Background: an optimization exercise with open tools, aiming at small area and a short achievable clock period. Do not read the settings as production practice.
In this exercise RTL edits were held to simulation tests only and were not proved equivalent to the original.
No driver is modelled on the clock port, so clock power and skew are understated where the tree is cut down; a real chip needs a root buffer or a tree.
Power and IR drop assume default switching activity.

old:
==> flow/design.v <==
package spu_pkg;
    typedef enum logic [2:0] {
        FMT_RR  = 3'd0,
        FMT_RI7 = 3'd2
    } fmt_e;
    localparam logic [1:0] SH_SHL_OP   = 2'b11;
    localparam logic [1:0] SH_ROT_OP   = 2'b00;
    localparam logic [1:0] SH_ROTM_OP  = 2'b01;
    localparam logic [1:0] SH_ROTMA_OP = 2'b10;
endpackage
module sf2_shifter #(
    parameter int LO = 0,
    parameter int HI = 3
) (
    input  logic [15:0] x,
    input  logic [3:0]  amt,
    output logic [15:0] y
);
    logic [15:0] lv [LO:HI+1];
    assign lv[LO] = x;
    for (genvar l = LO; l <= HI; l++) begin : g_l
        assign lv[l+1] = amt[l] ? {lv[l][15-(1<<l):0], lv[l][15:16-(1<<l)]} : lv[l];
    end
    assign y = lv[HI+1];
endmodule
module sf2_rot2 #(
    parameter int LO = 0,
    parameter int HI = 3
) (
    input  logic [15:0] x,
    input  logic [3:0]  amt,
    input  logic [3:0]  amtn,
    output logic [15:0] y
);
    logic [15:0] lv [LO:HI+1];
    assign lv[LO] = x;
    for (genvar l = LO; l <= HI; l++) begin : g_l
        assign lv[l+1] = ({16{amt[l]}} & {lv[l][15-(1<<l):0], lv[l][15:16-(1<<l)]})
                       | ({16{amtn[l]}} & lv[l]);
    end
    assign y = lv[HI+1];
endmodule
module simple_fixed_2
(
    input  logic         clk,
    input  logic         reset,
    input  logic [0:10]  op,
    input  logic [2:0]   format,
    input  logic [6:0]   rt_addr,
    input  logic [0:127] ra,
    input  logic [0:127] rb,
    input  logic [0:17]  imm,
    input  logic         reg_write,
    output logic [0:127] rt_wb,
    output logic [6:0]   rt_addr_wb,
    output logic         reg_write_wb
);
    localparam int S0 = 1;   
    logic ok0, ri_fmt, ri0, wide0;
    assign ri_fmt = op[5] ? (format == spu_pkg::FMT_RI7) : (format == spu_pkg::FMT_RR);
    assign ok0   = (op[0:4] == 5'b00001) && op[6] && op[7] && ri_fmt;
    assign ri0   = op[5];
    assign wide0 = !op[8];
    logic [4:0]  s_cl [4];
    logic [4:0]  s_cu [4];
    logic [15:0] s_hu [4];
    logic [15:0] s_hl [4];
    logic [1:0]  s_sg [4];
    for (genvar j = 0; j < 4; j++) begin : g_s
        logic [31:0] x, b;
        assign x = ra[32*j +: 32];
        assign b = rb[32*j +: 32];
        assign s_cl[j] = ri0 ? imm[13:17] : b[4:0];
        assign s_cu[j] = ri0 ? (wide0 ? {imm[12], imm[14:17]} : imm[13:17])
                             : (wide0 ? {b[5], b[3:0]} : b[20:16]);
        assign s_sg[j] = {x[31], wide0 ? x[31] : x[15]};
        sf2_shifter #(.LO(0), .HI(S0-1)) u_u (.x(x[31:16]), .amt(s_cu[j][3:0]), .y(s_hu[j]));
        sf2_shifter #(.LO(0), .HI(S0-1)) u_l (.x(x[15:0]),  .amt(s_cl[j][3:0]), .y(s_hl[j]));
    end
    logic         r1_ok, r1_we;
    logic [6:0]   r1_addr;
    logic         r1_wide;
    logic [1:0]   r1_kind;
    logic [15:0]  r1_hu [4];
    logic [15:0]  r1_hl [4];
    logic [4:0]   r1_cl [4];
    logic [4:0]   r1_cu [4];
    logic [1:0]   r1_sg [4];
    logic [3:0]   r1_cun [4];   
    logic [3:0]   r1_cln [4];
    always_ff @(posedge clk or negedge reset) begin
        if (!reset) begin
            r1_ok   <= 1'b0;
            r1_we   <= 1'b0;
            r1_addr <= '0;
        end else begin
            r1_ok   <= ok0;
            r1_we   <= reg_write;
            r1_addr <= rt_addr;
        end
    end
    always_ff @(posedge clk) begin
        r1_wide <= wide0;
        r1_kind <= op[9:10];
        for (int j = 0; j < 4; j++) begin
            r1_hu[j] <= s_hu[j];
            r1_hl[j] <= s_hl[j];
            r1_cl[j] <= s_cl[j];
            r1_cu[j] <= s_cu[j];
            r1_sg[j] <= s_sg[j];
            r1_cun[j] <= ~s_cu[j][3:0];
            r1_cln[j] <= ~s_cl[j][3:0];
        end
    end
    logic [0:127] a_rt;
    logic         shl, rot, arith;
    assign shl   = r1_kind == spu_pkg::SH_SHL_OP;
    assign rot   = r1_kind == spu_pkg::SH_ROT_OP;
    assign arith = r1_kind == spu_pkg::SH_ROTMA_OP;
    function automatic logic [15:0] therm(input logic [3:0] c);
        logic [15:0] t;
        t = 16'hFFFF;
        for (int l = 0; l < 4; l++)
            for (int k = 0; k < 16; k++)
                if (((k >> l) & 1) == 1)
                    t[k] = t[k] | !c[l];
                else
                    t[k] = t[k] & !c[l];
        therm = t;
    endfunction
    for (genvar j = 0; j < 4; j++) begin : g_a
        logic [15:0] hu, hl, ou, ol, gu, gl, t;
        logic [4:0]  cu, cl;
        logic        c5, zu, zl, zw, fu, fl;
        logic        au, bu, ccu, al, bl, ccl;
        sf2_rot2 #(.LO(S0), .HI(3)) u_u (.x(r1_hu[j]), .amt(r1_cu[j][3:0]), .amtn(r1_cun[j]), .y(hu));
        sf2_rot2 #(.LO(S0), .HI(3)) u_l (.x(r1_hl[j]), .amt(r1_cl[j][3:0]), .amtn(r1_cln[j]), .y(hl));
        assign cu = r1_cu[j];
        assign cl = r1_cl[j];
        assign c5 = r1_cu[j][4];   
        assign zu = cu == 5'd0;
        assign zl = cl == 5'd0;
        assign zw = zl && !c5;
        assign fu = arith && r1_sg[j][1];
        assign fl = arith && r1_sg[j][0];
        always_comb begin
            if (rot) begin
                au = 1'b1; bu = 1'b0; ccu = 1'b0;
                al = 1'b1; bl = 1'b0; ccl = 1'b0;
            end else if (r1_wide) begin
                au  = shl ? !c5 && !cl[4] : zw;
                bu  = shl && !c5 && cl[4];
                ccu = !shl && c5 && cl[4];
                al  = shl ? 1'b0 : zw || (c5 && cl[4]);
                bl  = shl && !c5 && !cl[4];
                ccl = !shl && c5;
            end else begin
                au  = !shl && zu;
                bu  = shl && !cu[4];
                ccu = !shl && cu[4];
                al  = !shl && zl;
                bl  = shl && !cl[4];
                ccl = !shl && cl[4];
            end
        end
        assign gu = therm(cu[3:0]);
        assign gl = therm(cl[3:0]);
        assign t  = r1_wide ? gl ^ {16{cl[4]}} : 16'hFFFF;
        for (genvar k = 0; k < 16; k++) begin : g_k
            logic ku, kl;
            assign ku = au || (gu[k] ? bu : ccu);
            assign kl = al || (gl[k] ? bl : ccl);
            assign ou[k] = ku ? (t[k] ? hu[k] : hl[k]) : fu;
            assign ol[k] = kl ? (t[k] ? hl[k] : hu[k]) : fl;
        end
        assign a_rt[32*j +: 32] = {ou, ol};
    end
    logic [0:127] r2_rtn, r3_rt;
    logic [6:0]   r2_addr, r3_addr;
    logic         r2_kill, r2_we, r3_we;
    always_ff @(posedge clk)
        r2_rtn <= ~a_rt;
    always_ff @(posedge clk or negedge reset) begin
        if (!reset) begin
            r2_kill <= 1'b1;
            r2_addr <= '0;
            r2_we   <= 1'b0;
            r3_rt   <= '0;
            r3_addr <= '0;
            r3_we   <= 1'b0;
        end else begin
            r2_kill <= !r1_ok;
            r2_addr <= r1_addr;
            r2_we   <= r1_ok & r1_we;
            r3_rt   <= ~(r2_rtn | {128{r2_kill}});
            r3_addr <= r2_addr;
            r3_we   <= r2_we;
        end
    end
    assign rt_wb        = r3_rt;
    assign rt_addr_wb   = r3_addr;
    assign reg_write_wb = r3_we;
endmodule
==> flow/config.mk <==
export PLATFORM = sky130hd
export DESIGN_NAME = simple_fixed_2
export DESIGN_NICKNAME = simple_fixed_2
export VERILOG_FILES = /design/flow/design.v
export SDC_FILE = /design/flow/constraint.sdc
export NUM_CORES = 4
export LEC_CHECK = 0
export CAP_MARGIN = 20
export CORE_MARGIN = 2
export CORE_UTILIZATION = 60
export SETUP_SLACK_MARGIN = 3.8
export SLEW_MARGIN = 20
==> flow/constraint.sdc <==
create_clock -name core_clock -period 6.0 [get_ports {clk}]
set_input_delay 1.2000 -clock core_clock [delete_from_list [all_inputs] [get_ports {clk}]]
set_output_delay 1.2000 -clock core_clock [all_outputs]
set_load 0.01 [all_outputs]
standard.sh (not shown) runs the stock make flow with config.mk's settings and CLKGATE_MAP_FILE= SYNTH_SCRIPT=/design/flow/synth_recipe.tcl, a recipe that flattens the netlist after the stock synthesis.
==> flow/flow/run.sh <==
#!/bin/bash
# Standard ORFS layout with plain buf_1 port buffers and a two-level clock
# tree built by flow/mycts.tcl in place of the flow's clock tree synthesis.
set -euo pipefail
bash standard.sh "BUFFER_PORTS_ARGS=-buffer_cell sky130_fd_sc_hd__buf_1" "PRE_CTS_TCL=$PWD/flow/mycts.tcl" finish > standard.log 2>&1
Other scripts of this flow, unchanged in this note and not shown: flow/flow/mycts.tcl
The final layout from old, which completed every stage, passed the timing, design-rule and antenna checks at the end of the flow.
--- input diff old..new ---
==> flow/design.v, changed modules only <==
module simple_fixed_2
(
    input  logic         clk,
    input  logic         reset,
    input  logic [0:10]  op,
    input  logic [2:0]   format,
    input  logic [6:0]   rt_addr,
    input  logic [0:127] ra,
    input  logic [0:127] rb,
    input  logic [0:17]  imm,
    input  logic         reg_write,
    output logic [0:127] rt_wb,
    output logic [6:0]   rt_addr_wb,
    output logic         reg_write_wb
);
    localparam int S0 = 1;   
    logic ok0, ri_fmt, ri0, wide0;
    assign ri_fmt = op[5] ? (format == spu_pkg::FMT_RI7) : (format == spu_pkg::FMT_RR);
    assign ok0   = (op[0:4] == 5'b00001) && op[6] && op[7] && ri_fmt;
    assign ri0   = op[5];
    assign wide0 = !op[8];
    logic [5:0]  s_cl [4];
    logic [4:0]  s_cu [4];
    logic [15:0] s_hu [4];
    logic [15:0] s_hl [4];
    logic [1:0]  s_sg [4];
    for (genvar j = 0; j < 4; j++) begin : g_s
        logic [31:0] x, b;
        assign x = ra[32*j +: 32];
        assign b = rb[32*j +: 32];
        assign s_cl[j] = ri0 ? imm[12:17] : b[5:0];
        assign s_cu[j] = ri0 ? imm[13:17] : (wide0 ? b[4:0] : b[20:16]);
        assign s_sg[j] = {x[31], wide0 ? x[31] : x[15]};
        sf2_shifter #(.LO(0), .HI(S0-1)) u_u (.x(x[31:16]), .amt(s_cu[j][3:0]), .y(s_hu[j]));
        sf2_shifter #(.LO(0), .HI(S0-1)) u_l (.x(x[15:0]),  .amt(s_cl[j][3:0]), .y(s_hl[j]));
    end
    logic         r1_ok, r1_we;
    logic [6:0]   r1_addr;
    logic         r1_wide;
    logic [1:0]   r1_kind;
    logic [15:0]  r1_hu [4];
    logic [15:0]  r1_hl [4];
    logic [5:0]   r1_cl [4];
    logic [4:0]   r1_cu [4];
    logic [1:0]   r1_sg [4];
    logic [3:0]   r1_cun [4];   
    logic [3:0]   r1_cln [4];
    always_ff @(posedge clk or negedge reset) begin
        if (!reset) begin
            r1_ok   <= 1'b0;
            r1_we   <= 1'b0;
            r1_addr <= '0;
        end else begin
            r1_ok   <= ok0;
            r1_we   <= reg_write;
            r1_addr <= rt_addr;
        end
    end
    always_ff @(posedge clk) begin
        r1_wide <= wide0;
        r1_kind <= op[9:10];
        for (int j = 0; j < 4; j++) begin
            r1_hu[j] <= s_hu[j];
            r1_hl[j] <= s_hl[j];
            r1_cl[j] <= s_cl[j];
            r1_cu[j] <= s_cu[j];
            r1_sg[j] <= s_sg[j];
            r1_cun[j] <= ~s_cu[j][3:0];
            r1_cln[j] <= ~s_cl[j][3:0];
        end
    end
    logic [0:127] a_rt;
    logic         shl, rot, arith;
    assign shl   = r1_kind == spu_pkg::SH_SHL_OP;
    assign rot   = r1_kind == spu_pkg::SH_ROT_OP;
    assign arith = r1_kind == spu_pkg::SH_ROTMA_OP;
    function automatic logic [15:0] therm(input logic [3:0] c);
        logic [15:0] t;
        t = 16'hFFFF;
        for (int l = 0; l < 4; l++)
            for (int k = 0; k < 16; k++)
                if (((k >> l) & 1) == 1)
                    t[k] = t[k] | !c[l];
                else
                    t[k] = t[k] & !c[l];
        therm = t;
    endfunction
    for (genvar j = 0; j < 4; j++) begin : g_a
        logic [15:0] hu, hl, ou, ol, gu, gl, t;
        logic [4:0]  cu, cl;
        logic        c5, zu, zl, zw, fu, fl;
        logic        au, bu, ccu, al, bl, ccl;
        sf2_rot2 #(.LO(S0), .HI(3)) u_u (.x(r1_hu[j]), .amt(r1_cu[j][3:0]), .amtn(r1_cun[j]), .y(hu));
        sf2_rot2 #(.LO(S0), .HI(3)) u_l (.x(r1_hl[j]), .amt(r1_cl[j][3:0]), .amtn(r1_cln[j]), .y(hl));
        assign cu = r1_cu[j];
        assign cl = r1_cl[j][4:0];
        assign c5 = r1_cl[j][5];
        assign zu = cu == 5'd0;
        assign zl = cl == 5'd0;
        assign zw = zl && !c5;
        assign fu = r1_ok && arith && r1_sg[j][1];
        assign fl = r1_ok && arith && r1_sg[j][0];
        always_comb begin
            if (rot) begin
                au = 1'b1; bu = 1'b0; ccu = 1'b0;
                al = 1'b1; bl = 1'b0; ccl = 1'b0;
            end else if (r1_wide) begin
                au  = shl ? !c5 && !cl[4] : zw;
                bu  = shl && !c5 && cl[4];
                ccu = !shl && c5 && cl[4];
                al  = shl ? 1'b0 : zw || (c5 && cl[4]);
                bl  = shl && !c5 && !cl[4];
                ccl = !shl && c5;
            end else begin
                au  = !shl && zu;
                bu  = shl && !cu[4];
                ccu = !shl && cu[4];
                al  = !shl && zl;
                bl  = shl && !cl[4];
                ccl = !shl && cl[4];
            end
            au = au && r1_ok; bu = bu && r1_ok; ccu = ccu && r1_ok;
            al = al && r1_ok; bl = bl && r1_ok; ccl = ccl && r1_ok;
        end
        assign gu = therm(cu[3:0]);
        assign gl = therm(cl[3:0]);
        assign t  = r1_wide ? gl ^ {16{cl[4]}} : 16'hFFFF;
        for (genvar k = 0; k < 16; k++) begin : g_k
            logic ku, kl;
            assign ku = au || (gu[k] ? bu : ccu);
            assign kl = al || (gl[k] ? bl : ccl);
            assign ou[k] = ku ? (t[k] ? hu[k] : hl[k]) : fu;
            assign ol[k] = kl ? (t[k] ? hl[k] : hu[k]) : fl;
        end
        assign a_rt[32*j +: 32] = {ou, ol};
    end
    logic [0:127] r2_rt, r3_rt;
    logic [6:0]   r2_addr, r3_addr;
    logic         r2_we, r3_we;
    always_ff @(posedge clk or negedge reset) begin
        if (!reset) begin
            r2_rt   <= '0;
            r2_addr <= '0;
            r2_we   <= 1'b0;
            r3_rt   <= '0;
            r3_addr <= '0;
            r3_we   <= 1'b0;
        end else begin
            r2_rt   <= a_rt;
            r2_addr <= r1_addr;
            r2_we   <= r1_ok & r1_we;
            r3_rt   <= r2_rt;
            r3_addr <= r2_addr;
            r3_we   <= r2_we;
        end
    end
    assign rt_wb        = r3_rt;
    assign rt_addr_wb   = r3_addr;
    assign reg_write_wb = r3_we;
endmodule
new went all the way through synthesis, placement and routing and the layout is clean on timing, DRC and antenna. The critical path class comes out reg -> reg in one run and reg -> out in the other, namely in old and new respectively. The run showing the greater multiplexer fraction of the synthesized cell area is new. Sort new and old by horizontal extent of the die asc -> top: old. new ends up with a share of the final layout cell area in sequential cells that is 2.1 points higher than in old. Comparing new and old, the lower total vias in the final route was measured on new. Met1 track demand over resource: new > old. Summary of new over old: slack of the critical path now sits higher, area share of xor/xnor cells in the synthesized design now sits at about the same level. Looking at post-route total power, new sits about 6% lower than old does. Critical path depth, new and old: higher on old. new vs old on number of cells upsized or downsized after cts: new is the higher one. new has clock share of power above what old had.
In every run of this note, the design's own scripts or RTL, not TritonCTS, make the clock network.

## port drivers added, routing unchanged
The results above use ideal ports. As a check the final layouts listed here were re-extracted and re-timed, cells and wires unchanged.
Step 1 assumes that a clkbuf_16 drives the clock port and a buf_2 every other input.
Step 2 moves the port delays by t, midway between the first and last clock arrival at a register: inputs arrive t later, outputs are due t later. That takes back most of the time a late clock gives input paths.
Slacks: ideal ports / drivers / drivers and shift; pairs: ideal ports / drivers.
run | t (ns) | slack for setup (ns) | clock arrival spread, ns | cell pins on the clock port's net
old | 0.474 | 3.793 / 3.705 / 3.372 | 0.030 / 0.030 | 4
new | 0.472 | 3.820 / 3.696 / 3.437 | 0.021 / 0.020 | 4
After both steps setup and hold are still met in every run listed. The setup slack of old, which loses most, moves by -0.088 ns with the drivers and by -0.421 ns with both steps.
